Background: an optimization exercise with open tools, aiming at a short achievable clock period and few clock cycles. Do not read the settings as production practice.
Where RTL was checked, it was by simulation tests only, not by an equivalence proof against the original.
Function not checked in run 3: the RTL went through the layout flow alone.
Power and IR drop assume default switching activity.

==> flow/design.v <==
`default_nettype none
package cpu_pkg;
    localparam int data_width     = 32;
    localparam int reg_addr_width = 5;
    localparam logic [4:0] op_rtype = 5'd0;
    localparam logic [4:0] op_j     = 5'd1;
    localparam logic [4:0] op_bne   = 5'd2;
    localparam logic [4:0] op_jal   = 5'd3;
    localparam logic [4:0] op_addi  = 5'd5;
    localparam logic [4:0] op_blt   = 5'd6;
    localparam logic [4:0] op_sw    = 5'd7;
    localparam logic [4:0] op_lw    = 5'd8;
endpackage
`default_nettype wire
`timescale 1ns/100ps
`default_nettype none
module pfx_n (
    input  logic g,
    input  logic p,
    input  logic g_lo,
    input  logic p_lo,
    output logic gn_o,
    output logic pn_o
);
    assign gn_o = ~(g | (p & g_lo));
    assign pn_o = ~(p & p_lo);
endmodule
module pfx_p (
    input  logic gn,
    input  logic pn,
    input  logic gn_lo,
    input  logic pn_lo,
    output logic g_o,
    output logic p_o
);
    assign g_o = ~(gn & (pn | gn_lo));
    assign p_o = ~(pn | pn_lo);
endmodule
module pfx_gn (
    input  logic g,
    input  logic p,
    input  logic g_lo,
    output logic gn_o
);
    assign gn_o = ~(g | (p & g_lo));
endmodule
module pfx_gp (
    input  logic gn,
    input  logic pn,
    input  logic gn_lo,
    output logic g_o
);
    assign g_o = ~(gn & (pn | gn_lo));
endmodule
module inv_cell (
    input  logic a,
    output logic y
);
    assign y = ~a;
endmodule
module kadd #(
    parameter int W = 32
) (
    input  logic [W-1:0] a,
    input  logic [W-1:0] b,
    input  logic         cin,
    output logic [W-1:0] sum,
    output logic         cm,       
    output logic         cout
);
    localparam int L = (W < 16) ? 4 : (W < 32) ? 5 : 6;   
    wire [W:0] g [0:L];
    wire [W:0] p [0:L];
    assign g[0] = {a & b, cin};
    assign p[0] = {a ^ b, 1'b0};
    genvar l, i;
    generate
        for (l = 0; l < L; l++) begin : lvl
            for (i = 0; i <= W; i++) begin : bitn
                if (i >= (2 << l)) begin : op
                    if (l % 2 == 0) begin : n
                        pfx_n u (.g(g[l][i]), .p(p[l][i]), .g_lo(g[l][i-(1<<l)]), .p_lo(p[l][i-(1<<l)]),
                                 .gn_o(g[l+1][i]), .pn_o(p[l+1][i]));
                    end else begin : t
                        pfx_p u (.gn(g[l][i]), .pn(p[l][i]), .gn_lo(g[l][i-(1<<l)]), .pn_lo(p[l][i-(1<<l)]),
                                 .g_o(g[l+1][i]), .p_o(p[l+1][i]));
                    end
                end else if (i >= (1 << l)) begin : opg
                    if (l % 2 == 0) begin : n
                        pfx_gn u (.g(g[l][i]), .p(p[l][i]), .g_lo(g[l][i-(1<<l)]), .gn_o(g[l+1][i]));
                        assign p[l+1][i] = 1'b1;
                    end else begin : t
                        pfx_gp u (.gn(g[l][i]), .pn(p[l][i]), .gn_lo(g[l][i-(1<<l)]), .g_o(g[l+1][i]));
                        assign p[l+1][i] = 1'b0;
                    end
                end else begin : pass
                    inv_cell ug (.a(g[l][i]), .y(g[l+1][i]));
                    assign p[l+1][i] = ~p[l][i];
                end
            end
        end
    endgenerate
    if (L % 2 == 0) begin : fin_t
        assign sum  = p[0][W:1] ^ g[L][W-1:0];
        assign cm   = g[L][W-1];
        assign cout = g[L][W];
    end else begin : fin_n
        assign sum  = p[0][W:1] ^ ~g[L][W-1:0];
        assign cm   = ~g[L][W-1];
        assign cout = ~g[L][W];
    end
endmodule
module fmux #(
    parameter int W = 32
) (
    input  logic         s,
    input  logic [W-1:0] a,      
    input  logic [W-1:0] b,      
    output logic [W-1:0] y
);
    assign y = s ? a : b;
endmodule
module fmuxi #(
    parameter int W = 32
) (
    input  logic         s,
    input  logic [W-1:0] a,
    input  logic [W-1:0] b,
    output logic [W-1:0] y
);
    assign y = ~(s ? a : b);
endmodule
module hi_sel3 #(
    parameter int W = 15
) (
    input  logic         s_p,
    input  logic         s_m,
    input  logic         s_0,
    input  logic [W-1:0] hi_p,
    input  logic [W-1:0] hi_m,
    input  logic [W-1:0] hi,
    output logic [W-1:0] y
);
    assign y = ({W{s_p}} & hi_p) | ({W{s_m}} & hi_m) | ({W{s_0}} & hi);
endmodule
module hi_pick #(
    parameter int W = 15
) (
    input  logic         neg,
    input  logic         c,
    input  logic [W-1:0] hi,
    input  logic [W-1:0] hi_p,
    input  logic [W-1:0] hi_m,
    output logic [W-1:0] y
);
    always_comb begin
        case ({neg, c})
            2'b01:   y = hi_p;
            2'b10:   y = hi_m;
            default: y = hi;
        endcase
    end
endmodule
`timescale 1ns/100ps
`default_nettype none
module processor (
    input  logic        clock,
    input  logic        reset,
    output logic [31:0] address_imem,
    input  logic [31:0] q_imem,
    output logic [31:0] address_dmem,
    output logic [31:0] data,
    output logic        wren,
    input  logic [31:0] q_dmem,
    output logic        ctrl_write_enable,
    output logic [4:0]  ctrl_write_reg,
    output logic [4:0]  ctrl_read_reg_a,
    output logic [4:0]  ctrl_read_reg_b,
    output logic [31:0] data_write_reg,
    input  logic [31:0] data_read_reg_a,
    input  logic [31:0] data_read_reg_b
);
    logic [16:0] pc_lo;
    logic [14:0] pc_hi, pc_hip, pc_him;
    logic        pc_sp, pc_sm, pc_s0;
    logic [31:0] d_ir;        
    logic        d_v;         
    logic [4:0]  d_rb;        
    logic [31:0] d_pc;        
    logic [16:0] d_blo;       
    logic        d_bc;        
    logic [31:0] x_a;
    logic [31:0] x_b;
    logic [31:0] x_bn;        
    logic [31:0] x_addr;      
    logic [4:0]  x_rd;        
    logic        x_we;        
    logic        x_tadd;      
    logic        x_tsub;      
    logic [1:0]  x_exc;       
    logic        x_add, x_sub, x_and, x_or, x_sll, x_sra;
    logic [4:0]  x_sh;
    logic        x_lw, x_sw, x_bne, x_blt;
    logic [31:0] x_alt;       
    logic        w_we;
    logic [4:0]  w_rd;
    logic [31:0] w_res;
    logic        redirect;
    logic        stall;
    logic [4:0]  f_op;
    logic        f_jump, f_bne, f_rdb;
    logic [14:0] f_hie, f_hiep, f_hiem;
    logic [16:0] f_lo1, f_blo;
    logic        f_c1, f_bc, f_neg;
    logic [14:0] f_jhi, f_jhip, f_jhim;
    logic [14:0] x_alt_hip, x_alt_him;
    logic        u0, u1, u2, u3, u4, u5, u6, u7, u8, u9, u10, u11, u12, u13, u14, u15;
    hi_sel3 #(.W(15)) u_hie (.s_p(pc_sp), .s_m(pc_sm), .s_0(pc_s0), .hi_p(pc_hip), .hi_m(pc_him),
                             .hi(pc_hi), .y(f_hie));
    assign address_imem = {f_hie, pc_lo};
    assign f_op   = q_imem[31:27];
    assign f_jump = (f_op == cpu_pkg::op_j) || (f_op == cpu_pkg::op_jal);
    assign f_bne  = (f_op == cpu_pkg::op_bne);
    assign f_rdb  = (f_op == cpu_pkg::op_sw) || (f_op == cpu_pkg::op_bne) || (f_op == cpu_pkg::op_blt);
    assign f_neg  = q_imem[16];
    kadd #(.W(17)) u_lo1 (.a(pc_lo), .b(17'd0), .cin(1'b1), .sum(f_lo1), .cm(u0), .cout(f_c1));
    kadd #(.W(17)) u_btgt (.a(pc_lo), .b(q_imem[16:0]), .cin(1'b1), .sum(f_blo), .cm(u1), .cout(f_bc));
    kadd #(.W(15)) u_hiep (.a(f_hie), .b(15'd0), .cin(1'b1), .sum(f_hiep), .cm(u2), .cout(u3));
    kadd #(.W(15)) u_hiem (.a(f_hie), .b(15'h7fff), .cin(1'b0), .sum(f_hiem), .cm(u4), .cout(u5));
    assign f_jhi = {5'b0, q_imem[26:17]};
    kadd #(.W(15)) u_jhp (.a(f_jhi), .b(15'd0), .cin(1'b1), .sum(f_jhip), .cm(u6), .cout(u7));
    kadd #(.W(15)) u_jhm (.a(f_jhi), .b(15'h7fff), .cin(1'b0), .sum(f_jhim), .cm(u8), .cout(u9));
    logic [16:0] f_lo_seq, f_lo_pred, f_lo_next;
    assign f_lo_seq = stall ? pc_lo : (f_jump ? q_imem[16:0] : f_lo1);
    fmux #(.W(17)) u_lop (.s(f_bne && !stall), .a(f_blo), .b(f_lo_seq), .y(f_lo_pred));
    fmux #(.W(17)) u_lor (.s(redirect), .a(x_alt[16:0]), .b(f_lo_pred), .y(f_lo_next));
    always_ff @(posedge clock) begin
        if (reset) begin
            pc_lo  <= '0;
            pc_hi  <= '0;
            pc_hip <= 15'd1;
            pc_him <= 15'h7fff;
            pc_sp  <= 1'b0;
            pc_sm  <= 1'b0;
            pc_s0  <= 1'b1;
        end else begin
            pc_lo <= f_lo_next;
            if (redirect) begin
                pc_hi  <= x_alt[31:17];
                pc_hip <= x_alt_hip;
                pc_him <= x_alt_him;
                pc_sp  <= 1'b0;
                pc_sm  <= 1'b0;
                pc_s0  <= 1'b1;
            end else if (!stall) begin
                if (f_jump) begin
                    pc_hi  <= f_jhi;
                    pc_hip <= f_jhip;
                    pc_him <= f_jhim;
                    pc_sp  <= 1'b0;
                    pc_sm  <= 1'b0;
                    pc_s0  <= 1'b1;
                end else begin
                    pc_hi  <= f_hie;
                    pc_hip <= f_hiep;
                    pc_him <= f_hiem;
                    if (f_bne) begin   
                        pc_sp <= !f_neg && f_bc;
                        pc_sm <= f_neg && !f_bc;
                        pc_s0 <= f_neg == f_bc;
                    end else begin
                        pc_sp <= f_c1;
                        pc_sm <= 1'b0;
                        pc_s0 <= !f_c1;
                    end
                end
            end
        end
    end
    always_ff @(posedge clock) begin
        if (reset || redirect) begin
            d_v <= 1'b0;
        end else if (!stall) begin
            d_v <= 1'b1;
        end
        if (!stall) begin
            d_ir  <= q_imem;
            d_rb  <= f_rdb ? q_imem[26:22] : q_imem[16:12];
            d_pc  <= address_imem;
            d_blo <= f_blo;
            d_bc  <= f_bc;
        end
    end
    logic [4:0]  d_op, d_rd, d_rs, d_fn;
    logic        d_r, d_ralu, d_addi, d_lw, d_sw, d_bne, d_blt, d_jal;
    logic        d_regw;
    logic [4:0]  d_dest;
    logic [31:0] d_simm;
    logic [31:0] d_pc1, d_btgt, d_alt;
    logic [14:0] d_hp, d_hm;
    assign d_op = d_ir[31:27];
    assign d_rd = d_ir[26:22];
    assign d_rs = d_ir[21:17];
    assign d_fn = d_ir[6:2];
    assign d_simm = {{15{d_ir[16]}}, d_ir[16:0]};
    assign d_r    = (d_op == cpu_pkg::op_rtype);
    assign d_ralu = d_r && (d_fn <= 5'd5);
    assign d_addi = (d_op == cpu_pkg::op_addi);
    assign d_lw   = (d_op == cpu_pkg::op_lw);
    assign d_sw   = (d_op == cpu_pkg::op_sw);
    assign d_bne  = (d_op == cpu_pkg::op_bne);
    assign d_blt  = (d_op == cpu_pkg::op_blt);
    assign d_jal  = (d_op == cpu_pkg::op_jal);
    assign d_regw = d_ralu || d_addi || d_lw || d_jal;
    assign d_dest = d_jal ? 5'd31 : d_rd;
    assign ctrl_read_reg_a = d_rs;
    assign ctrl_read_reg_b = d_rb;
    kadd #(.W(32)) u_pc1 (.a(d_pc), .b(32'd0), .cin(1'b1), .sum(d_pc1), .cm(u10), .cout(u11));
    kadd #(.W(15)) u_dhp (.a(d_pc[31:17]), .b(15'd0), .cin(1'b1), .sum(d_hp), .cm(u12), .cout(u13));
    kadd #(.W(15)) u_dhm (.a(d_pc[31:17]), .b(15'h7fff), .cin(1'b0), .sum(d_hm), .cm(u14), .cout(u15));
    hi_pick #(.W(15)) u_dbt (.neg(d_ir[16]), .c(d_bc), .hi(d_pc[31:17]), .hi_p(d_hp), .hi_m(d_hm),
                             .y(d_btgt[31:17]));
    assign d_btgt[16:0] = d_blo;
    assign d_alt = d_bne ? d_pc1 : d_btgt;   
    logic        ma_x, ma_x30, mb_x, mb_x30, ma_w, mb_w, a_imm, b_imm;
    logic [31:0] x_res;       
    logic        x_ovf;
    logic [31:0] old_a, old_b, vno_a, vov_a, vno_b, vov_b;
    logic [31:0] fa, fb, fbn, fa_agu;
    logic [31:0] exc_v;
    assign a_imm  = d_jal;               
    assign b_imm  = d_jal || d_addi;     
    assign ma_x   = x_we && (x_rd == d_rs);
    assign mb_x   = x_we && (x_rd == d_rb);
    assign ma_x30 = (x_tadd || x_tsub) && (d_rs == 5'd30);
    assign mb_x30 = (x_tadd || x_tsub) && (d_rb == 5'd30);
    assign ma_w   = w_we && (w_rd == d_rs);
    assign mb_w   = w_we && (w_rd == d_rb);
    assign exc_v  = {30'd0, x_exc};
    assign old_a = a_imm ? d_pc1 : (ma_w ? w_res : data_read_reg_a);
    assign old_b = b_imm ? (d_addi ? d_simm : 32'd0) : (mb_w ? w_res : data_read_reg_b);
    assign vno_a = (ma_x && !a_imm) ? x_res : old_a;
    assign vov_a = (ma_x30 && !a_imm) ? exc_v : old_a;
    assign vno_b = (mb_x && !b_imm) ? x_res : old_b;
    assign vov_b = (mb_x30 && !b_imm) ? exc_v : old_b;
    fmux  #(.W(32)) u_fa  (.s(x_ovf), .a(vov_a), .b(vno_a), .y(fa));
    fmux  #(.W(32)) u_fb  (.s(x_ovf), .a(vov_b), .b(vno_b), .y(fb));
    fmuxi #(.W(32)) u_fbn (.s(x_ovf), .a(vov_b), .b(vno_b), .y(fbn));
    logic [31:0] d_agu;
    logic        u16, u17;
    assign fa_agu = (ma_x && x_lw) ? q_dmem : ma_w ? w_res : data_read_reg_a;
    kadd #(.W(32)) u_agu (.a(fa_agu), .b(d_simm), .cin(1'b0), .sum(d_agu), .cm(u16), .cout(u17));
    assign stall = d_v && (d_lw || d_sw) && ((ma_x && !x_lw) || ma_x30);
    always_ff @(posedge clock) begin
        x_a    <= fa;
        x_b    <= fb;
        x_bn   <= fbn;
        x_addr <= d_agu;
        x_rd   <= d_dest;
        x_sh   <= d_ir[11:7];
        x_exc  <= d_addi ? 2'd2 : (d_fn == 5'd1 ? 2'd3 : 2'd1);
        x_alt  <= d_alt;
        if (reset || redirect || stall || !d_v) begin
            x_we   <= 1'b0;
            x_tadd <= 1'b0;
            x_tsub <= 1'b0;
            x_add  <= 1'b0;
            x_sub  <= 1'b0;
            x_and  <= 1'b0;
            x_or   <= 1'b0;
            x_sll  <= 1'b0;
            x_sra  <= 1'b0;
            x_lw   <= 1'b0;
            x_sw   <= 1'b0;
            x_bne  <= 1'b0;
            x_blt  <= 1'b0;
        end else begin
            x_we   <= d_regw && (d_dest != 5'd0);
            x_tadd <= (d_r && d_fn == 5'd0) || d_addi;
            x_tsub <= d_r && d_fn == 5'd1;
            x_add  <= (d_r && d_fn == 5'd0) || d_addi;
            x_sub  <= d_r && d_fn == 5'd1;
            x_and  <= d_r && d_fn == 5'd2;
            x_or   <= (d_r && d_fn == 5'd3) || d_jal;
            x_sll  <= d_r && d_fn == 5'd4;
            x_sra  <= d_r && d_fn == 5'd5;
            x_lw   <= d_lw;
            x_sw   <= d_sw;
            x_bne  <= d_bne;
            x_blt  <= d_blt;
        end
    end
    logic [31:0] sum, diff, sra_res, sll_res, other, cmp_s;
    logic        sum_cm, diff_cm, u18, u19, cmp_cm, cmp_c;
    logic        add_ovf, sub_ovf, ne, lt;
    kadd #(.W(32)) u_add (.a(x_a), .b(x_b), .cin(1'b0), .sum(sum), .cm(sum_cm), .cout(u18));
    kadd #(.W(32)) u_sub (.a(x_a), .b(x_bn), .cin(1'b1), .sum(diff), .cm(diff_cm), .cout(u19));
    assign add_ovf = (x_a[31] == x_b[31]) && (sum_cm != x_a[31]);
    assign sub_ovf = (x_a[31] == x_bn[31]) && (diff_cm != x_a[31]);
    assign x_ovf   = (x_tadd && add_ovf) || (x_tsub && sub_ovf);
    assign sra_res = $signed(x_a) >>> x_sh;
    assign sll_res = x_a << x_sh;
    always_comb begin
        other = '0;
        if (x_and) other = other | (x_a & x_b);
        if (x_or)  other = other | (x_a | x_b);
        if (x_sll) other = other | sll_res;
        if (x_sra) other = other | sra_res;
        if (x_lw)  other = other | q_dmem;
    end
    assign x_res = ({32{x_add}} & sum) | ({32{x_sub}} & diff) | other;
    kadd #(.W(32)) u_cmp (.a({~x_b[31], x_b[30:0]}), .b({x_a[31], ~x_a[30:0]}), .cin(1'b1),
                          .sum(cmp_s), .cm(cmp_cm), .cout(cmp_c));
    assign ne = (x_a != x_b);
    assign lt = !cmp_c;
    assign redirect = (x_bne && !ne) || (x_blt && lt);
    logic        u20, u21, u22, u23;
    kadd #(.W(15)) u_xahp (.a(x_alt[31:17]), .b(15'd0), .cin(1'b1), .sum(x_alt_hip), .cm(u20), .cout(u21));
    kadd #(.W(15)) u_xahm (.a(x_alt[31:17]), .b(15'h7fff), .cin(1'b0), .sum(x_alt_him), .cm(u22), .cout(u23));
    assign address_dmem = x_addr;
    assign data         = x_b;
    assign wren         = x_sw;
    logic [31:0] w_res_next;
    fmux #(.W(32)) u_wres (.s(x_ovf), .a(exc_v), .b(x_res), .y(w_res_next));
    always_ff @(posedge clock) begin
        w_res <= w_res_next;
        w_rd  <= x_ovf ? 5'd30 : x_rd;
        if (reset) begin
            w_we <= 1'b0;
        end else begin
            w_we <= x_we || x_ovf;
        end
    end
    assign ctrl_write_enable = w_we;
    assign ctrl_write_reg    = w_rd;
    assign data_write_reg    = w_res;
endmodule
`default_nettype wire
==> flow/run.sh <==
#!/bin/bash
# synth_recipe.tcl (not shown) runs the flow's synth.tcl, then flattens the netlist and writes it again
# the make line also repeats each setting of config.mk as NAME=value (left out here)
make -C /OpenROAD-flow-scripts/flow DESIGN_CONFIG=/design/flow/config.mk WORK_HOME=/design/flow/orfs CLKGATE_MAP_FILE= SYNTH_SCRIPT=/design/flow/synth_recipe.tcl finish
==> flow/config.mk <==
export PLATFORM = sky130hd
export DESIGN_NAME = processor
export DESIGN_NICKNAME = processor
export VERILOG_FILES = /design/flow/design.v
export SDC_FILE = /design/flow/constraint.sdc
export NUM_CORES = 4
export LEC_CHECK = 0
export CAP_MARGIN = 20
export CORE_MARGIN = 2
export CORE_UTILIZATION = 40
export SETUP_SLACK_MARGIN = 5
export SLEW_MARGIN = 20
export SYNTH_HIERARCHICAL = 1
export SYNTH_MINIMUM_KEEP_SIZE = 0
==> flow/constraint.sdc <==
create_clock -name core_clock -period 9.0 [get_ports {clock}]
set_input_delay 1.8000 -clock core_clock [delete_from_list [all_inputs] [get_ports {clock}]]
set_output_delay 1.8000 -clock core_clock [all_outputs]
set_load 0.01 [all_outputs]
==> results.py, run 1 <==
metrics = {
    "sta": {
        "worstMarginPinSlew_ps": 1270,
        "fin_skew_ps": 68.8,
        "hold_viol_final": 0,
        "whs_ps": 444,
        "fin_setup_tns_ps": 0,
        "period_needed_ps": 4030,
        "finalCritPeriodShare_pct": 44.8,
        "drv_slew": 0,
        "grt_setup_unrepaired": "yes",
        "setup_viol_count_final": 0,
        "fmax_mhz": 248,
        "slew_headroom_pct": 15.4,
    },
    "global_routing": {
        "grt.total_usage_pct": 32.5,
        "grt_max_degree": 96,
        "grt_pass1_vias": 40000,
        "overflow": 0,
        "antenna_found_initial": 6,
        "grt_pass1_wl_um": 267000,
    },
    "clocking": {
        "cts_max_path_buffers": 3,
        "tritoncts": "done",
        "path_clk_slew_ps": 60,
        "cts_root_buf": "clkbuf_16",
        "clock-sinks": 374,
        "clk_latency_ps": 670,
        "cts_buffers": 48,
        "cts_hold_buf": 0,
        "cts-htree-levels": 2,
    },
    "die": {
        "die_w_um": 332,
        "rows": 120,
        "start_util_pct": 40.3,
        "die_y_um": 332,
        "coreArea_um2": 107000,
        "dieArea_um2": 110000,
        "pin_count": 275,
    },
    "final_layout": {
        "layout.cells.non_filler": 7178,
        "diodes": 0,
        "seq_area_um2": 8470,
        "final_core_utilization_pct": 47.3,
        "fillCellCount": 10700,
        "fin_nets": 6248,
        "drive_above_1_share_pct": 26.9,
        "area_delta_synth_final_pct": 17.5,
        "design_area_um2": 50700,
        "multiInputGateArea_um2": 33100,
    },
    "setup_path": {
        "worstPathRequired_ps": 9500,
        "arrival_ps": 4530,
        "end_kind": "register",
        "critPathLaunchType": "register",
        "path_class": "reg2reg",
        "path_max_fanout": 12,
    },
    "drt": {
        "drt-initial-drc-count": 3796,
        "wl_per_cell_um": 26.0,
        "wl_um": 187000,
        "via_count": 41200,
        "antenna_left": 0,
        "vias_per_cell": 5.73,
        "dr.pass1.iters": 8,
        "drc": 0,
    },
    "pwr": {
        "power_per_cell_area_nw_per_um2": 195,
        "peakVddDrop_mv": 0.169,
        "leakage_uw": 0.0220,
    },
    "synth": {
        "ys_warn_count": 11,
        "synth.avg_cell_area_um2": 8.16,
        "synth_area_um2": 43100,
        "syn_inst": 5282,
    },
    "hold_path": {
        "hold_class": "reg2reg",
    },
    "placement": {
        "dpl-instance-area_um2": 47800,
        "dp.cells": 7042,
        "hpwl_um": 149000,
        "gp_congestion": 1.09,
        "io_buffer_count": 274,
    },
    "outcome": {
        "outcome": "complete, no violations",
    },
    "job": {
        "maxCapViolations": 0,
    },
}
[report_power, final]
group | switching (µW) | leakage (µW) | internal (µW)
Sequential | 400 | 0.00336 | 2080
Clock | 854 | 0.000793 | 1170
Combinational | 3290 | 0.0178 | 2060
Total | 4550 | 0.0220 | 5310
[worst max-delay path, stage by stage (launching register included)]
cell and delay [ps]:
dfxtp_1 300, buf_4 220, ha_1 400, nand2_1 130, nor2_1 360, nand2_1 160
nor2_1 170, a21oi_2 70, inv_1 180, xor2_1 130, a222oi_1 490, nand3_1 240
a221oi_2 390, nand2_1 210, a21o_1 200, mux2_4 260
[cells in the final DEF (no fill, tap or decap), drive strengths merged, types with 52 or more instances in the layout]
master,instances
clkbuf,65
xor2,261
clkdlybuf4s50,269
o21ai,506
conb,238
mux2,248
edfxtp,87
nor2b,66
inv,554
nor2,506
dfxtp,287
mux2i,173
nand2,695
a21oi,685
a22oi,52
buf,97
ha,382
[final timing paths]
path,startpoint,endpoint,slack (ps),cells past startpoint
max,x_a[22],x_a[24],4970,15
min,d_ir[24],x_rd[2],440,2
max reg2reg,x_a[22],x_a[24],4970,15
min reg2reg,d_ir[24],x_rd[2],440,2
[per-layer routing]
layer / track usage [%] / vias up / part of all wire, %
li1: - / 19200 / -
met1: 40.4 / 19600 / 41
met4: 16.1 / 8 / 5.9
met5: 0 / - / 0.032
met2: 53.4 / 1868 / 45
met3: 6.62 / 464 / 8.2
[layout make-up]
class	count	area share [%]
inverter	553	4.11
clock inverter	26	0.585
tap	1403	3.46
sequential	374	16.7
timing repair buffer	373	7.21
multi-input combinational	4386	65.3
clock buffer	63	2.64
[registers in the layout, indices dropped and copies added, names as in the netlist, 17 cells and up]
name	count
x_addr	32
x_b	32
d_blo	17
w_res	32
pc_lo	17
d_pc	32
x_bn	32
x_alt	32
d_ir	32
x_a	32
[timing repair]
item                                    4_1_cts  5_1_grt
resized for setup                            94      132
setup buffers                                 2       42
gates cloned                                  2        1
pin swaps                                     5       33
endpoints found under the setup margin      231       95
[per-stage QoR]
| stage | power [µW] | worst slack, ps |
|---|---|---|
| final | 9860 | 4970 |
| after global routing | 10400 | 4850 |
| after CTS | 9660 | 4990 |
| after detailed placement | 7590 | 4300 |
| after global placement | 7570 | 4300 |
| after floorplan | 6000 | 5120 |
Testbench counts, summed over its fixed seeds: cycles 43,862.
==> run 2: changes to the inputs <==
==> flow/flow/run.sh (new file) <==
#!/bin/bash
set -euo pipefail
bash standard.sh SETUP_SLACK_MARGIN=6 finish > standard_flow.log 2>&1
==> flow/standard.sh (new file) <==
#!/bin/bash
# synth_recipe.tcl (not shown) runs the flow's synth.tcl, then flattens the netlist and writes it again
# the make line also repeats each setting of config.mk as NAME=value (left out here)
make -C /OpenROAD-flow-scripts/flow DESIGN_CONFIG=/design/flow/config.mk WORK_HOME=/design/flow/orfs CLKGATE_MAP_FILE= SYNTH_SCRIPT=/design/flow/synth_recipe.tcl "${@:-finish}"
--- a/flow/config.mk
+++ b/flow/config.mk
@@ -9,5 +9,4 @@
 export CORE_MARGIN = 2
 export CORE_UTILIZATION = 40
-export SETUP_SLACK_MARGIN = 5
 export SLEW_MARGIN = 20
 export SYNTH_HIERARCHICAL = 1
removed: flow/run.sh
==> run 2 against run 1 <==
Effect of this change: synthesized cell count did not move; clock-buffer cell count down 9; worst setup slack gained 210 ps; largest power group unchanged; total power rose by 14%; global-route usage grew 3.5 points; critical path type unchanged; non-clock buffer count rose by 445; still clean on timing, DRC and antenna; clock power increased by 5%; largest cell class unchanged; area after synthesis is the same; final cell count up 6.3%.
==> results.py, run 2 <==
metrics = {
    "drt": {
        "drt-met1-wl_um": 81300,
        "wl_met2_um": 94400,
        "via_count": 44800,
        "drt-initial-drc-count": 4762,
        "antenna_left": 0,
        "vias_per_cell": 5.86,
        "highest_layer": "met5",
        "wl_per_cell_um": 27.5,
        "met3_length_um": 19500,
        "wl_um": 210000,
        "dr.pass1.iters": 9,
        "drc": 0,
    },
    "sta": {
        "drv_slew": 0,
        "fin_skew_ps": 30.5,
        "period_needed_ps": 3820,
        "setup_viol_count_final": 0,
        "slew_headroom_pct": 19.5,
        "hold_viol_final": 0,
        "fin_setup_tns_ps": 0,
        "grt_setup_unrepaired": "yes",
        "worstMarginPinSlew_ps": 1210,
        "whs_ps": 455,
        "finalCritPeriodShare_pct": 42.5,
        "fmax_mhz": 262,
    },
    "pwr": {
        "leakage_uw": 0.0259,
        "power_per_cell_area_nw_per_um2": 184,
        "peakVddDrop_mv": 0.152,
        "total_power_uw": 11300,
    },
    "die": {
        "die_w_um": 332,
        "rows": 120,
        "coreArea_um2": 107000,
        "pin_count": 275,
        "die_y_um": 332,
        "start_util_pct": 40.3,
        "dieArea_um2": 110000,
    },
    "placement": {
        "hpwl_um": 150000,
        "io_buffer_count": 274,
        "gp_congestion": 1.07,
        "dp.cells": 7042,
    },
    "outcome": {
        "outcome": "complete, no violations",
    },
    "setup_path": {
        "crit_family": "compound AO/OA/AOI/OAI gates",
        "end_kind": "register",
        "cp_num_cells": 14,
        "path_max_fanout": 4,
        "timing.rr.start": "x_a[4]",
        "reg2reg_slack_ps": 5180,
        "worstPathRequired_ps": 9550,
        "worstSetupStartpoint": "x_a[4]",
        "crit_path_max_incr_delay_ps": 680,
        "crit_path_end": "x_b[27]",
        "arrival_ps": 4370,
        "reg2reg_depth": 14,
        "crit_chain": "buf_8 -> ha_4 -> a21oi_4 -> o21ai_2 -> a21oi_2 -> o21ai_4 -> a21oi_4 -> inv_2 -> xor2_1 -> a222oi_1 -> o2111ai_1 -> or3_4 -> mux2_4 -> mux2_4",
        "cp_slowest_cell": "a222oi_1",
        "path_buf_inv": 2,
        "critPathLaunchType": "register",
        "path_class": "reg2reg",
        "r2r_end": "x_b[27]",
    },
    "clocking": {
        "clock-sinks": 374,
        "cts_root_buf": "clkbuf_16",
        "cts_max_path_buffers": 3,
        "tritoncts": "done",
        "cts-htree-levels": 2,
        "cts_hold_buf": 0,
        "path_clk_slew_ps": 70,
        "clk_latency_ps": 660,
        "cts_buffers": 47,
    },
    "final_layout": {
        "layout.cells.non_filler": 7633,
        "area_delta_synth_final_pct": 42.1,
        "fin_nets": 6700,
        "final_common_cell": "nand2_1",
        "fillCellCount": 9440,
        "seq_area_um2": 8780,
        "drive_above_1_share_pct": 46.9,
        "multiInputGateArea_um2": 38900,
        "final_cell_mix": "nand2_1 (583), a21oi_2 (502), inv_1 (449)",
    },
    "synth": {
        "syn_inst": 5282,
        "synth.avg_cell_area_um2": 8.16,
        "synth_area_um2": 43100,
        "ys_warn_count": 11,
    },
    "hold_path": {
        "hold_class": "reg2reg",
    },
    "global_routing": {
        "overflow": 0,
        "grt_max_degree": 74,
        "grt_pass1_vias": 43700,
        "grt.total_usage_pct": 36.0,
        "antenna_found_initial": 9,
        "grt_pass1_wl_um": 294000,
    },
    "job": {
        "maxCapViolations": 0,
    },
}
-- run 2: final cells by class --
cell class / count / area share (%)
well taps: 1403 / 2.87
clock buffers: 54 / 1.98
clock inverters: 34 / 0.784
repair buffers: 818 / 13.1
multi-input cells: 4394 / 63.5
inverters: 553 / 3.45
flip-flops and latches: 374 / 14.3
diodes: 3 / 0.0123
-- run 2: metal layers --
metal | GRT usage, % | vias to the layer above
met5 | 0 | -
met4 | 21.5 | 6
met3 | 7.49 | 680
met2 | 58.3 | 2478
met1 | 43.8 | 21500
li1 | - | 20100
-- run 2: worst min path at each step --
stage,end,depth (start not counted),slack [ps],start
3_3_place_gp,x_rd[2],2,420,d_ir[24]
3_5_place_dp,x_rd[0],1,440,d_ir[22]
4_1_cts,x_rd[2],2,450,d_ir[24]
5_1_grt,x_rd[3],1,480,d_ir[25]
2_1_floorplan,x_sh[0],0,380,d_ir[7]
6_report,x_rd[3],1,450,d_ir[25]
-- run 2: timing repair --
item / 4_1_cts / 5_1_grt
pin swaps: 356 / 212
gates cloned: 23 / 16
setup endpoints to repair: 462 / 304
hold endpoints to repair: 0 / 0
resized for setup: 1952 / 356
buffers inserted: 394 / 67
-- run 2: report_power, final --
group	total [µW]	internal, µW	switching, µW
Clock	2130	1250	884
Sequential	2430	2090	340
Combinational	6700	2710	3990
-- run 2: per-stage QoR --
stage	utilization (%)	setup slack, ps	cell area, µm²
3_3_place_gp	45.6	4340	48800
2_1_floorplan	-	5570	45100
3_5_place_dp	45.6	4300	48800
5_1_grt	57.2	5190	61200
6_report	57.2	5180	61300
4_1_cts	54.9	5320	58700
==> run 3: changes to the inputs <==
--- a/flow/design.v
+++ b/flow/design.v
@@ -162,4 +162,19 @@
     end
 endmodule
+module fwd4 #(
+    parameter int W = 32
+) (
+    input  logic         s_sum,
+    input  logic         s_diff,
+    input  logic         s_oth,
+    input  logic         s_old,
+    input  logic [W-1:0] sum,
+    input  logic [W-1:0] diff,
+    input  logic [W-1:0] oth,
+    input  logic [W-1:0] old,
+    output logic [W-1:0] y
+);
+    assign y = ({W{s_sum}} & sum) | ({W{s_diff}} & diff) | ({W{s_oth}} & oth) | ({W{s_old}} & old);
+endmodule
 `timescale 1ns/100ps
 `default_nettype none
@@ -325,4 +340,6 @@
     logic        ma_x, ma_x30, mb_x, mb_x30, ma_w, mb_w, a_imm, b_imm;
     logic [31:0] x_res;       
+    logic [31:0] other;       
+    logic [31:0] sum, diff;
     logic        x_ovf;
     logic [31:0] old_a, old_b, vno_a, vov_a, vno_b, vov_b;
@@ -331,16 +348,45 @@
     assign a_imm  = d_jal;               
     assign b_imm  = d_jal || d_addi;     
-    assign ma_x   = x_we && (x_rd == d_rs);
-    assign mb_x   = x_we && (x_rd == d_rb);
-    assign ma_x30 = (x_tadd || x_tsub) && (d_rs == 5'd30);
-    assign mb_x30 = (x_tadd || x_tsub) && (d_rb == 5'd30);
-    assign ma_w   = w_we && (w_rd == d_rs);
-    assign mb_w   = w_we && (w_rd == d_rb);
+    logic        ma_x_r, mb_x_r, ma_x30_r, mb_x30_r, ma_w_r, mb_w_r;
+    logic [4:0]  q_rs, q_rb;
+    logic        d_xwe, d_xtrap, x_trap;
+    assign q_rs    = q_imem[21:17];
+    assign q_rb    = f_rdb ? q_imem[26:22] : q_imem[16:12];
+    assign d_xwe   = d_v && d_regw && (d_dest != 5'd0);
+    assign d_xtrap = d_v && ((d_r && (d_fn == 5'd0 || d_fn == 5'd1)) || d_addi);
+    assign x_trap  = x_tadd || x_tsub;
+    always_ff @(posedge clock) begin
+        if (stall) begin
+            ma_x_r   <= 1'b0;
+            mb_x_r   <= 1'b0;
+            ma_x30_r <= 1'b0;
+            mb_x30_r <= 1'b0;
+            ma_w_r   <= x_ovf ? (x_trap && d_rs == 5'd30) : (x_we && x_rd == d_rs);
+            mb_w_r   <= x_ovf ? (x_trap && d_rb == 5'd30) : (x_we && x_rd == d_rb);
+        end else begin
+            ma_x_r   <= d_xwe && (d_dest == q_rs);
+            mb_x_r   <= d_xwe && (d_dest == q_rb);
+            ma_x30_r <= d_xtrap && (q_rs == 5'd30);
+            mb_x30_r <= d_xtrap && (q_rb == 5'd30);
+            ma_w_r   <= x_ovf ? (x_trap && q_rs == 5'd30) : (x_we && x_rd == q_rs);
+            mb_w_r   <= x_ovf ? (x_trap && q_rb == 5'd30) : (x_we && x_rd == q_rb);
+        end
+    end
+    assign ma_x   = ma_x_r;
+    assign mb_x   = mb_x_r;
+    assign ma_x30 = ma_x30_r;
+    assign mb_x30 = mb_x30_r;
+    assign ma_w   = ma_w_r;
+    assign mb_w   = mb_w_r;
     assign exc_v  = {30'd0, x_exc};
     assign old_a = a_imm ? d_pc1 : (ma_w ? w_res : data_read_reg_a);
     assign old_b = b_imm ? (d_addi ? d_simm : 32'd0) : (mb_w ? w_res : data_read_reg_b);
-    assign vno_a = (ma_x && !a_imm) ? x_res : old_a;
+    fwd4 #(.W(32)) u_vnoa (.s_sum(ma_x && !a_imm && x_add), .s_diff(ma_x && !a_imm && x_sub),
+                           .s_oth(ma_x && !a_imm), .s_old(!(ma_x && !a_imm)),
+                           .sum(sum), .diff(diff), .oth(other), .old(old_a), .y(vno_a));
     assign vov_a = (ma_x30 && !a_imm) ? exc_v : old_a;
-    assign vno_b = (mb_x && !b_imm) ? x_res : old_b;
+    fwd4 #(.W(32)) u_vnob (.s_sum(mb_x && !b_imm && x_add), .s_diff(mb_x && !b_imm && x_sub),
+                           .s_oth(mb_x && !b_imm), .s_old(!(mb_x && !b_imm)),
+                           .sum(sum), .diff(diff), .oth(other), .old(old_b), .y(vno_b));
     assign vov_b = (mb_x30 && !b_imm) ? exc_v : old_b;
     fmux  #(.W(32)) u_fa  (.s(x_ovf), .a(vov_a), .b(vno_a), .y(fa));
@@ -391,5 +437,5 @@
         end
     end
-    logic [31:0] sum, diff, sra_res, sll_res, other, cmp_s;
+    logic [31:0] sra_res, sll_res, cmp_s;
     logic        sum_cm, diff_cm, u18, u19, cmp_cm, cmp_c;
     logic        add_ovf, sub_ovf, ne, lt;
@@ -409,5 +455,6 @@
         if (x_lw)  other = other | q_dmem;
     end
-    assign x_res = ({32{x_add}} & sum) | ({32{x_sub}} & diff) | other;
+    fwd4 #(.W(32)) u_xres (.s_sum(x_add), .s_diff(x_sub), .s_oth(1'b1), .s_old(1'b0),
+                           .sum(sum), .diff(diff), .oth(other), .old(32'd0), .y(x_res));
     kadd #(.W(32)) u_cmp (.a({~x_b[31], x_b[30:0]}), .b({x_a[31], ~x_a[30:0]}), .cin(1'b1),
                           .sum(cmp_s), .cm(cmp_cm), .cout(cmp_c));
==> run 3 against run 2 <==
Effect of this change: still clean on timing, DRC and antenna; clock power hardly changed; combinational power is 23% higher; global-route usage is 0.089 points higher; die area is 1.8% higher; final cell count is 1.0% higher; non-clock buffer count is 97 lower; sequential power is about 10% higher; total power is 16% higher; critical path type is now reg2out; largest cell class unchanged; largest power group unchanged.
==> results.py, run 3 <==
metrics = {
    "global_routing": {
        "grt_pass1_wl_um": 299000,
        "overflow": 0,
        "grt_pass1_vias": 43600,
        "grt.total_usage_pct": 36.0,
        "antenna_found_initial": 3,
        "grt_max_degree": 113,
    },
    "clocking": {
        "clock-sinks": 380,
        "cts_root_buf": "clkbuf_16",
        "cts-htree-levels": 2,
        "cts_hold_buf": 0,
        "path_clk_slew_ps": 60,
        "cts_max_path_buffers": 3,
        "tritoncts": "done",
        "clk_latency_ps": 650,
        "cts_buffers": 49,
    },
    "die": {
        "start_util_pct": 40.3,
        "die_w_um": 335,
        "pin_count": 275,
        "dieArea_um2": 112000,
        "coreArea_um2": 109000,
        "die_y_um": 335,
        "rows": 121,
    },
    "drt": {
        "vias_per_cell": 5.86,
        "via_count": 45200,
        "drt-initial-drc-count": 4680,
        "dr.pass1.iters": 7,
        "drc": 0,
        "wl_per_cell_um": 27.7,
        "wl_um": 214000,
        "antenna_left": 0,
    },
    "sta": {
        "fin_skew_ps": 36.9,
        "fin_setup_tns_ps": 0,
        "worstMarginPinSlew_ps": 1250,
        "fmax_mhz": 275,
        "period_needed_ps": 3640,
        "setup_viol_count_final": 0,
        "finalCritPeriodShare_pct": 40.4,
        "drv_slew": 0,
        "hold_viol_final": 0,
        "grt_setup_unrepaired": "yes",
        "slew_headroom_pct": 16.7,
    },
    "pwr": {
        "seq_power_share_pct": 20.6,
        "pwr-share-clk_pct": 16.1,
        "pwr-share-comb_pct": 63.3,
        "p_int_uw": 6720,
        "leakage_uw": 0.0255,
        "peakVddDrop_mv": 0.153,
        "total_power_uw": 13000,
        "power_per_cell_area_nw_per_um2": 218,
        "swShare_pct": 48.3,
        "net-switching-power_uw": 6290,
    },
    "final_layout": {
        "area_delta_synth_final_pct": 36.0,
        "design_area_um2": 59600,
        "layout.cells.non_filler": 7712,
        "drive_above_1_share_pct": 42.7,
        "fin_nets": 6772,
        "diodes": 0,
        "final_core_utilization_pct": 54.8,
        "final_common_cell": "nand2_1",
        "final_cell_mix": "nand2_1 (695), a21oi_2 (526), inv_1 (499)",
    },
    "synth": {
        "syn_inst": 5417,
        "synth_area_um2": 43900,
        "ys_warn_count": 11,
        "synth.avg_cell_area_um2": 8.10,
    },
    "setup_path": {
        "end_kind": "primary output",
        "reg2reg_depth": 14,
        "critPathLaunchType": "register",
        "r2r_end": "x_b[9]",
        "timing.rr.start": "x_b[2]",
        "path_max_fanout": 4,
        "worstPathRequired_ps": 7200,
        "path_class": "reg2out",
        "arrival_ps": 1840,
        "reg2reg_slack_ps": 5720,
    },
    "job": {
        "maxCapViolations": 0,
    },
    "hold_path": {
        "hold_class": "reg2reg",
        "hold_start": "d_blo[13]",
        "holdPathStages": 1,
        "min_delay_worst_endpoint": "x_alt[13]",
    },
    "placement": {
        "dp.cells": 7213,
        "hpwl_um": 155000,
        "dpl-instance-area_um2": 49200,
        "io_buffer_count": 274,
        "gp_congestion": 1.04,
    },
    "outcome": {
        "outcome": "complete, no violations",
    },
}
run 3: metrics by stage:
| stage | hold slack, ps | setup WS (ps) |
|---|---|---|
| floorplan | 376 | 5180 |
| global placement | 451 | 4070 |
| detailed placement | 457 | 3990 |
| CTS | 473 | 5310 |
| global route | 495 | 5290 |
| finish | 469 | 5360 |
run 3: how the worst max path moves through the flow:
stage | start | end | cells past startpoint
finish | pc_sp | address_imem[18] | 5
detailed placement | x_a[10] | w_res[5] | 12
CTS | pc_sm | address_imem[23] | 4
global placement | x_a[10] | x_a[6] | 12
global route | pc_sp | address_imem[17] | 4
floorplan | q_imem[30] | pc_lo[13] | 9
run 3: final cells by class:
type	count	area [µm²]
Timing Repair Buffer	721	6930
Inverter	548	2110
Multi-Input combinational cell	4557	38300
Sequential cell	380	8860
Tap cell	1414	1770
Fill cell	10200	49200
Clock inverter	17	204
Clock buffer	72	1460
Timing Repair inverter	3	55.1
run 3: power groups by stage:
stage                     Sequential, µW  Clock (µW)  Combinational (µW)
after floorplan                     2470           0                4730
after global placement              2750           0                6630
after detailed placement            2750           0                6640
after CTS                           2670        2110                7560
after global routing                2690        2170                8710
final                               2680        2100                8240
run 3: worst max-delay path: stages, from the launching register on:
cell and delay [ps]:
dfxtp_4 360, buf_12 140, buf_6 120, a222oi_1 340
inv_2 110, buf_6 140
run 3: repair_timing:
item / in CTS / in global routing
setup buffers: 274 / 99
pin swaps: 236 / 229
gates cloned: 26 / 11
endpoints found under the setup margin: 424 / 270
resized for setup: 1860 / 426
run 3: metal layers:
metal	global-route usage, %	up-vias	wire length [µm]
met3	7.61	619	19700
li1	-	20500	-
met5	0	-	15
met1	45.3	21600	85200
met2	56.6	2415	93400
met4	21.6	2	15500
==> run 4: changes to the inputs <==
--- a/flow/design.v
+++ b/flow/design.v
@@ -197,6 +197,5 @@
 );
     logic [16:0] pc_lo;
-    logic [14:0] pc_hi, pc_hip, pc_him;
-    logic        pc_sp, pc_sm, pc_s0;
+    logic [14:0] pc_hi;
     logic [31:0] d_ir;        
     logic        d_v;         
@@ -225,13 +224,9 @@
     logic [4:0]  f_op;
     logic        f_jump, f_bne, f_rdb;
-    logic [14:0] f_hie, f_hiep, f_hiem;
+    logic [14:0] f_hiep, f_hiem;
     logic [16:0] f_lo1, f_blo;
     logic        f_c1, f_bc, f_neg;
-    logic [14:0] f_jhi, f_jhip, f_jhim;
-    logic [14:0] x_alt_hip, x_alt_him;
-    logic        u0, u1, u2, u3, u4, u5, u6, u7, u8, u9, u10, u11, u12, u13, u14, u15;
-    hi_sel3 #(.W(15)) u_hie (.s_p(pc_sp), .s_m(pc_sm), .s_0(pc_s0), .hi_p(pc_hip), .hi_m(pc_him),
-                             .hi(pc_hi), .y(f_hie));
-    assign address_imem = {f_hie, pc_lo};
+    logic        u0, u1, u2, u3, u4, u5, u10, u11, u12, u13, u14, u15;
+    assign address_imem = {pc_hi, pc_lo};
     assign f_op   = q_imem[31:27];
     assign f_jump = (f_op == cpu_pkg::op_j) || (f_op == cpu_pkg::op_jal);
@@ -241,54 +236,26 @@
     kadd #(.W(17)) u_lo1 (.a(pc_lo), .b(17'd0), .cin(1'b1), .sum(f_lo1), .cm(u0), .cout(f_c1));
     kadd #(.W(17)) u_btgt (.a(pc_lo), .b(q_imem[16:0]), .cin(1'b1), .sum(f_blo), .cm(u1), .cout(f_bc));
-    kadd #(.W(15)) u_hiep (.a(f_hie), .b(15'd0), .cin(1'b1), .sum(f_hiep), .cm(u2), .cout(u3));
-    kadd #(.W(15)) u_hiem (.a(f_hie), .b(15'h7fff), .cin(1'b0), .sum(f_hiem), .cm(u4), .cout(u5));
-    assign f_jhi = {5'b0, q_imem[26:17]};
-    kadd #(.W(15)) u_jhp (.a(f_jhi), .b(15'd0), .cin(1'b1), .sum(f_jhip), .cm(u6), .cout(u7));
-    kadd #(.W(15)) u_jhm (.a(f_jhi), .b(15'h7fff), .cin(1'b0), .sum(f_jhim), .cm(u8), .cout(u9));
+    kadd #(.W(15)) u_hiep (.a(pc_hi), .b(15'd0), .cin(1'b1), .sum(f_hiep), .cm(u2), .cout(u3));
+    kadd #(.W(15)) u_hiem (.a(pc_hi), .b(15'h7fff), .cin(1'b0), .sum(f_hiem), .cm(u4), .cout(u5));
     logic [16:0] f_lo_seq, f_lo_pred, f_lo_next;
+    logic [14:0] f_hi_seq, f_hi_pred, f_hi_next;
+    logic        f_pick;
+    assign f_pick   = f_bne && !stall;
     assign f_lo_seq = stall ? pc_lo : (f_jump ? q_imem[16:0] : f_lo1);
-    fmux #(.W(17)) u_lop (.s(f_bne && !stall), .a(f_blo), .b(f_lo_seq), .y(f_lo_pred));
+    fmux #(.W(17)) u_lop (.s(f_pick), .a(f_blo), .b(f_lo_seq), .y(f_lo_pred));
     fmux #(.W(17)) u_lor (.s(redirect), .a(x_alt[16:0]), .b(f_lo_pred), .y(f_lo_next));
+    assign f_hi_seq = stall ? pc_hi : (f_jump ? {5'b0, q_imem[26:17]} : (f_c1 ? f_hiep : pc_hi));
+    logic [14:0] f_hi_c1, f_hi_c0;
+    assign f_hi_c1 = !f_pick ? f_hi_seq : (f_neg ? pc_hi : f_hiep);
+    assign f_hi_c0 = !f_pick ? f_hi_seq : (f_neg ? f_hiem : pc_hi);
+    fmux #(.W(15)) u_hip (.s(f_bc), .a(f_hi_c1), .b(f_hi_c0), .y(f_hi_pred));
+    fmux #(.W(15)) u_hir (.s(redirect), .a(x_alt[31:17]), .b(f_hi_pred), .y(f_hi_next));
     always_ff @(posedge clock) begin
         if (reset) begin
-            pc_lo  <= '0;
-            pc_hi  <= '0;
-            pc_hip <= 15'd1;
-            pc_him <= 15'h7fff;
-            pc_sp  <= 1'b0;
-            pc_sm  <= 1'b0;
-            pc_s0  <= 1'b1;
+            pc_lo <= '0;
+            pc_hi <= '0;
         end else begin
             pc_lo <= f_lo_next;
-            if (redirect) begin
-                pc_hi  <= x_alt[31:17];
-                pc_hip <= x_alt_hip;
-                pc_him <= x_alt_him;
-                pc_sp  <= 1'b0;
-                pc_sm  <= 1'b0;
-                pc_s0  <= 1'b1;
-            end else if (!stall) begin
-                if (f_jump) begin
-                    pc_hi  <= f_jhi;
-                    pc_hip <= f_jhip;
-                    pc_him <= f_jhim;
-                    pc_sp  <= 1'b0;
-                    pc_sm  <= 1'b0;
-                    pc_s0  <= 1'b1;
-                end else begin
-                    pc_hi  <= f_hie;
-                    pc_hip <= f_hiep;
-                    pc_him <= f_hiem;
-                    if (f_bne) begin   
-                        pc_sp <= !f_neg && f_bc;
-                        pc_sm <= f_neg && !f_bc;
-                        pc_s0 <= f_neg == f_bc;
-                    end else begin
-                        pc_sp <= f_c1;
-                        pc_sm <= 1'b0;
-                        pc_s0 <= !f_c1;
-                    end
-                end
-            end
+            pc_hi <= f_hi_next;
         end
     end
@@ -462,7 +429,4 @@
     assign lt = !cmp_c;
     assign redirect = (x_bne && !ne) || (x_blt && lt);
-    logic        u20, u21, u22, u23;
-    kadd #(.W(15)) u_xahp (.a(x_alt[31:17]), .b(15'd0), .cin(1'b1), .sum(x_alt_hip), .cm(u20), .cout(u21));
-    kadd #(.W(15)) u_xahm (.a(x_alt[31:17]), .b(15'h7fff), .cin(1'b0), .sum(x_alt_him), .cm(u22), .cout(u23));
     assign address_dmem = x_addr;
     assign data         = x_b;
==> run 4 against run 3 <==
Effect of this change: still clean; maximum frequency grew 4.7%; clock power shrank 9%; clock skew increased by 7.5 ps; largest cell class unchanged; largest power group unchanged; highest routed layer unchanged.
==> results.py, run 4 <==
metrics = {
    "drt": {
        "wl_per_cell_um": 28.8,
        "wl_met2_um": 86800,
        "via_count": 40900,
        "drt-met1-wl_um": 73700,
        "antenna_left": 0,
        "drc": 0,
        "dr.pass1.iters": 7,
        "vias_per_cell": 5.97,
        "highest_layer": "met5",
        "met3_length_um": 20300,
        "drt-initial-drc-count": 4384,
        "wl_um": 197000,
    },
    "pwr": {
        "seq_power_share_pct": 18.6,
        "net-switching-power_uw": 6550,
        "pwr-share-comb_pct": 67.0,
        "leakage_uw": 0.0229,
        "peakVddDrop_mv": 0.164,
        "power_per_cell_area_nw_per_um2": 248,
        "pwr-share-clk_pct": 14.4,
        "swShare_pct": 49.3,
        "p_int_uw": 6740,
    },
    "setup_path": {
        "cp_slowest_cell": "clkdlybuf4s50_1",
        "worst_path_most_repeated_cell": "a21oi_2",
        "crit_chain": "clkdlybuf4s50_1 -> mux2i_2 -> a21oi_1 -> ha_1 -> buf_4 -> a21oi_2 -> o21ai_2 -> a21oi_2 -> o21ai_2 -> a21oi_2 -> inv_1 -> xor2_1",
        "reg2reg_slack_ps": 5760,
        "timing.rr.start": "x_a[31]",
        "path_max_fanout": 3,
        "path_class": "in2reg",
        "r2r_end": "pc_hi[12]",
        "crit_path_max_incr_delay_ps": 420,
        "end_kind": "register",
        "arrival_ps": 4030,
        "reg2reg_depth": 9,
        "critPathLaunchType": "input port",
        "worstPathRequired_ps": 9560,
    },
    "global_routing": {
        "grt_pass1_wl_um": 270000,
        "overflow": 0,
        "antenna_found_initial": 10,
        "grt_max_degree": 81,
        "grt_pass1_vias": 38700,
        "grt.total_usage_pct": 36.3,
    },
    "synth": {
        "synth_area_um2": 39600,
        "ys_warn_count": 11,
        "syn_inst": 4769,
        "synth.avg_cell_area_um2": 8.31,
    },
    "die": {
        "rows": 115,
        "pin_count": 275,
        "dieArea_um2": 102000,
        "start_util_pct": 40.3,
        "coreArea_um2": 98300,
        "die_y_um": 319,
        "die_w_um": 319,
    },
    "final_layout": {
        "area_delta_synth_final_pct": 35.0,
        "final_cell_mix": "nand2_1 (530), a21oi_2 (445), inv_1 (441)",
        "drive_above_1_share_pct": 42.5,
        "multiInputGateArea_um2": 33600,
        "final_common_cell": "nand2_1",
        "layout.cells.non_filler": 6844,
        "seq_area_um2": 8200,
        "fillCellCount": 8990,
        "fin_nets": 5970,
    },
    "hold_path": {
        "min_delay_worst_endpoint": "x_alt[8]",
        "hold_start": "d_blo[8]",
        "hold_class": "reg2reg",
        "holdPathStages": 1,
    },
    "clocking": {
        "clk_latency_ps": 670,
        "cts_buffers": 45,
        "cts-htree-levels": 2,
        "path_clk_slew_ps": 60,
        "clock-sinks": 347,
        "tritoncts": "done",
        "cts_max_path_buffers": 3,
        "cts_root_buf": "clkbuf_16",
    },
    "job": {
        "maxCapViolations": 0,
    },
    "placement": {
        "hpwl_um": 142000,
        "gp_congestion": 1.08,
        "io_buffer_count": 274,
        "dp.cells": 6379,
    },
    "sta": {
        "fmax_mhz": 288,
        "drv_slew": 0,
        "finalCritPeriodShare_pct": 38.6,
        "period_needed_ps": 3470,
        "worstMarginPinSlew_ps": 1120,
        "slew_headroom_pct": 25.6,
        "grt_setup_unrepaired": "yes",
        "setup_viol_count_final": 0,
        "fin_skew_ps": 44.4,
        "hold_viol_final": 0,
        "fin_setup_tns_ps": 0,
    },
    "outcome": {
        "outcome": "complete, no violations",
    },
}
## run 4: final cells by class
class                           count  share of cell area (%)
Timing Repair inverter             15                   0.524
Tap cell                         1287                    3.01
Antenna cell                        4                  0.0187
Clock buffer                       56                    2.26
Multi-Input combinational cell   3953                    62.8
Sequential cell                   347                    15.3
Inverter                          465                    3.35
Timing Repair Buffer              693                    12.2
Clock inverter                     24                   0.531
## run 4: how the worst max path moves through the flow
stage / start / end / slack (ps) / depth (start not counted)
after floorplan: q_imem[30] / pc_lo[10] / 5020 / 10
after global placement: q_imem[30] / pc_hi[13] / 3710 / 8
after detailed placement: q_imem[30] / pc_hi[11] / 3750 / 8
after CTS: q_imem[10] / pc_hi[11] / 5590 / 13
after global routing: data_read_reg_a[30] / x_addr[31] / 5500 / 12
final: data_read_reg_a[30] / x_addr[31] / 5530 / 12
## run 4: critical path, delay by kind of cell
| family | cells | cell delay (ps) |
|---|---|---|
| compound gates | 6 | 740 |
| mux | 1 | 380 |
| fa+ha+maj | 1 | 360 |
| xor+xnor | 1 | 130 |
| buf+inv | 3 | 620 |
## run 4: per-layer routing
layer / vias up / track usage [%]
met5: - / 0
met4: 10 / 23.9
met3: 748 / 9.07
met2: 2406 / 57.8
met1: 19500 / 43.5
li1: 18200 / -
## run 4: timing repair
action	4_1_cts	5_1_grt
pin swaps	157	188
cloned	15	16
hold buffers	0	0
setup buffers	253	96
gates resized for setup	1578	475
setup endpoints to repair	414	237
## run 4: power by group through the flow
stage	sequential, µW	combinational, µW	clock, µW
final	2470	8900	1920
after global routing	2490	9360	1990
after CTS	2460	8100	1930
after detailed placement	2530	7100	0
after global placement	2540	7080	0
after floorplan	2350	4990	0
## run 4: per-stage QoR
stage / utilization, % / hold slack, ps / area (µm²) / total power [µW] / setup slack (ps)
3_3_place_gp: 44.9 / 452 / 44200 / 9620 / 3710
4_1_cts: 51.6 / 457 / 50700 / 12500 / 5590
3_5_place_dp: 44.9 / 457 / 44200 / 9630 / 3750
6_report: 54.5 / 459 / 53500 / 13300 / 5530
5_1_grt: 54.4 / 483 / 53500 / 13800 / 5500
2_1_floorplan: - / 376 / 40700 / 7340 / 5020
Testbench counts of run 4, summed over its fixed seeds: cycles 43,862.

-- port drivers added, routing unchanged --
The results above use ideal ports. As a check the final layouts listed here were re-extracted and re-timed, cells and wires unchanged. Step 1 assumes that a clkbuf_16 drives the clock port and a buf_2 every other input. Step 2 moves the port delays by t, midway between the first and last clock arrival at a register: inputs arrive t later, outputs are due t later. That takes back most of the time a late clock gives input paths. a / b / c = no drivers / after step 1 / after step 2; a / b = the first two.
run	shift t [ns]	setup slack, ns	hold slack, ns	worst setup path at the end	worst slew at a driven data input, ns
run 1	0.710	4.967 / 4.967 / 4.435	0.444 / 0.444 / 0.444	input to register	0.08
run 2	0.719	5.177 / 5.177 / 4.666	0.455 / 0.455 / 0.455	input to register	0.08
run 3	0.710	5.364 / 5.287 / 4.951	0.469 / 0.469 / 0.469	input to register	0.06
run 4	0.720	5.528 / 5.571 / 4.850	0.459 / 0.459 / 0.459	input to register	0.15
After both steps setup and hold are still met in every run listed. The setup slack of run 4, which loses most, moves by +0.043 ns with the drivers and by -0.678 ns with both steps.
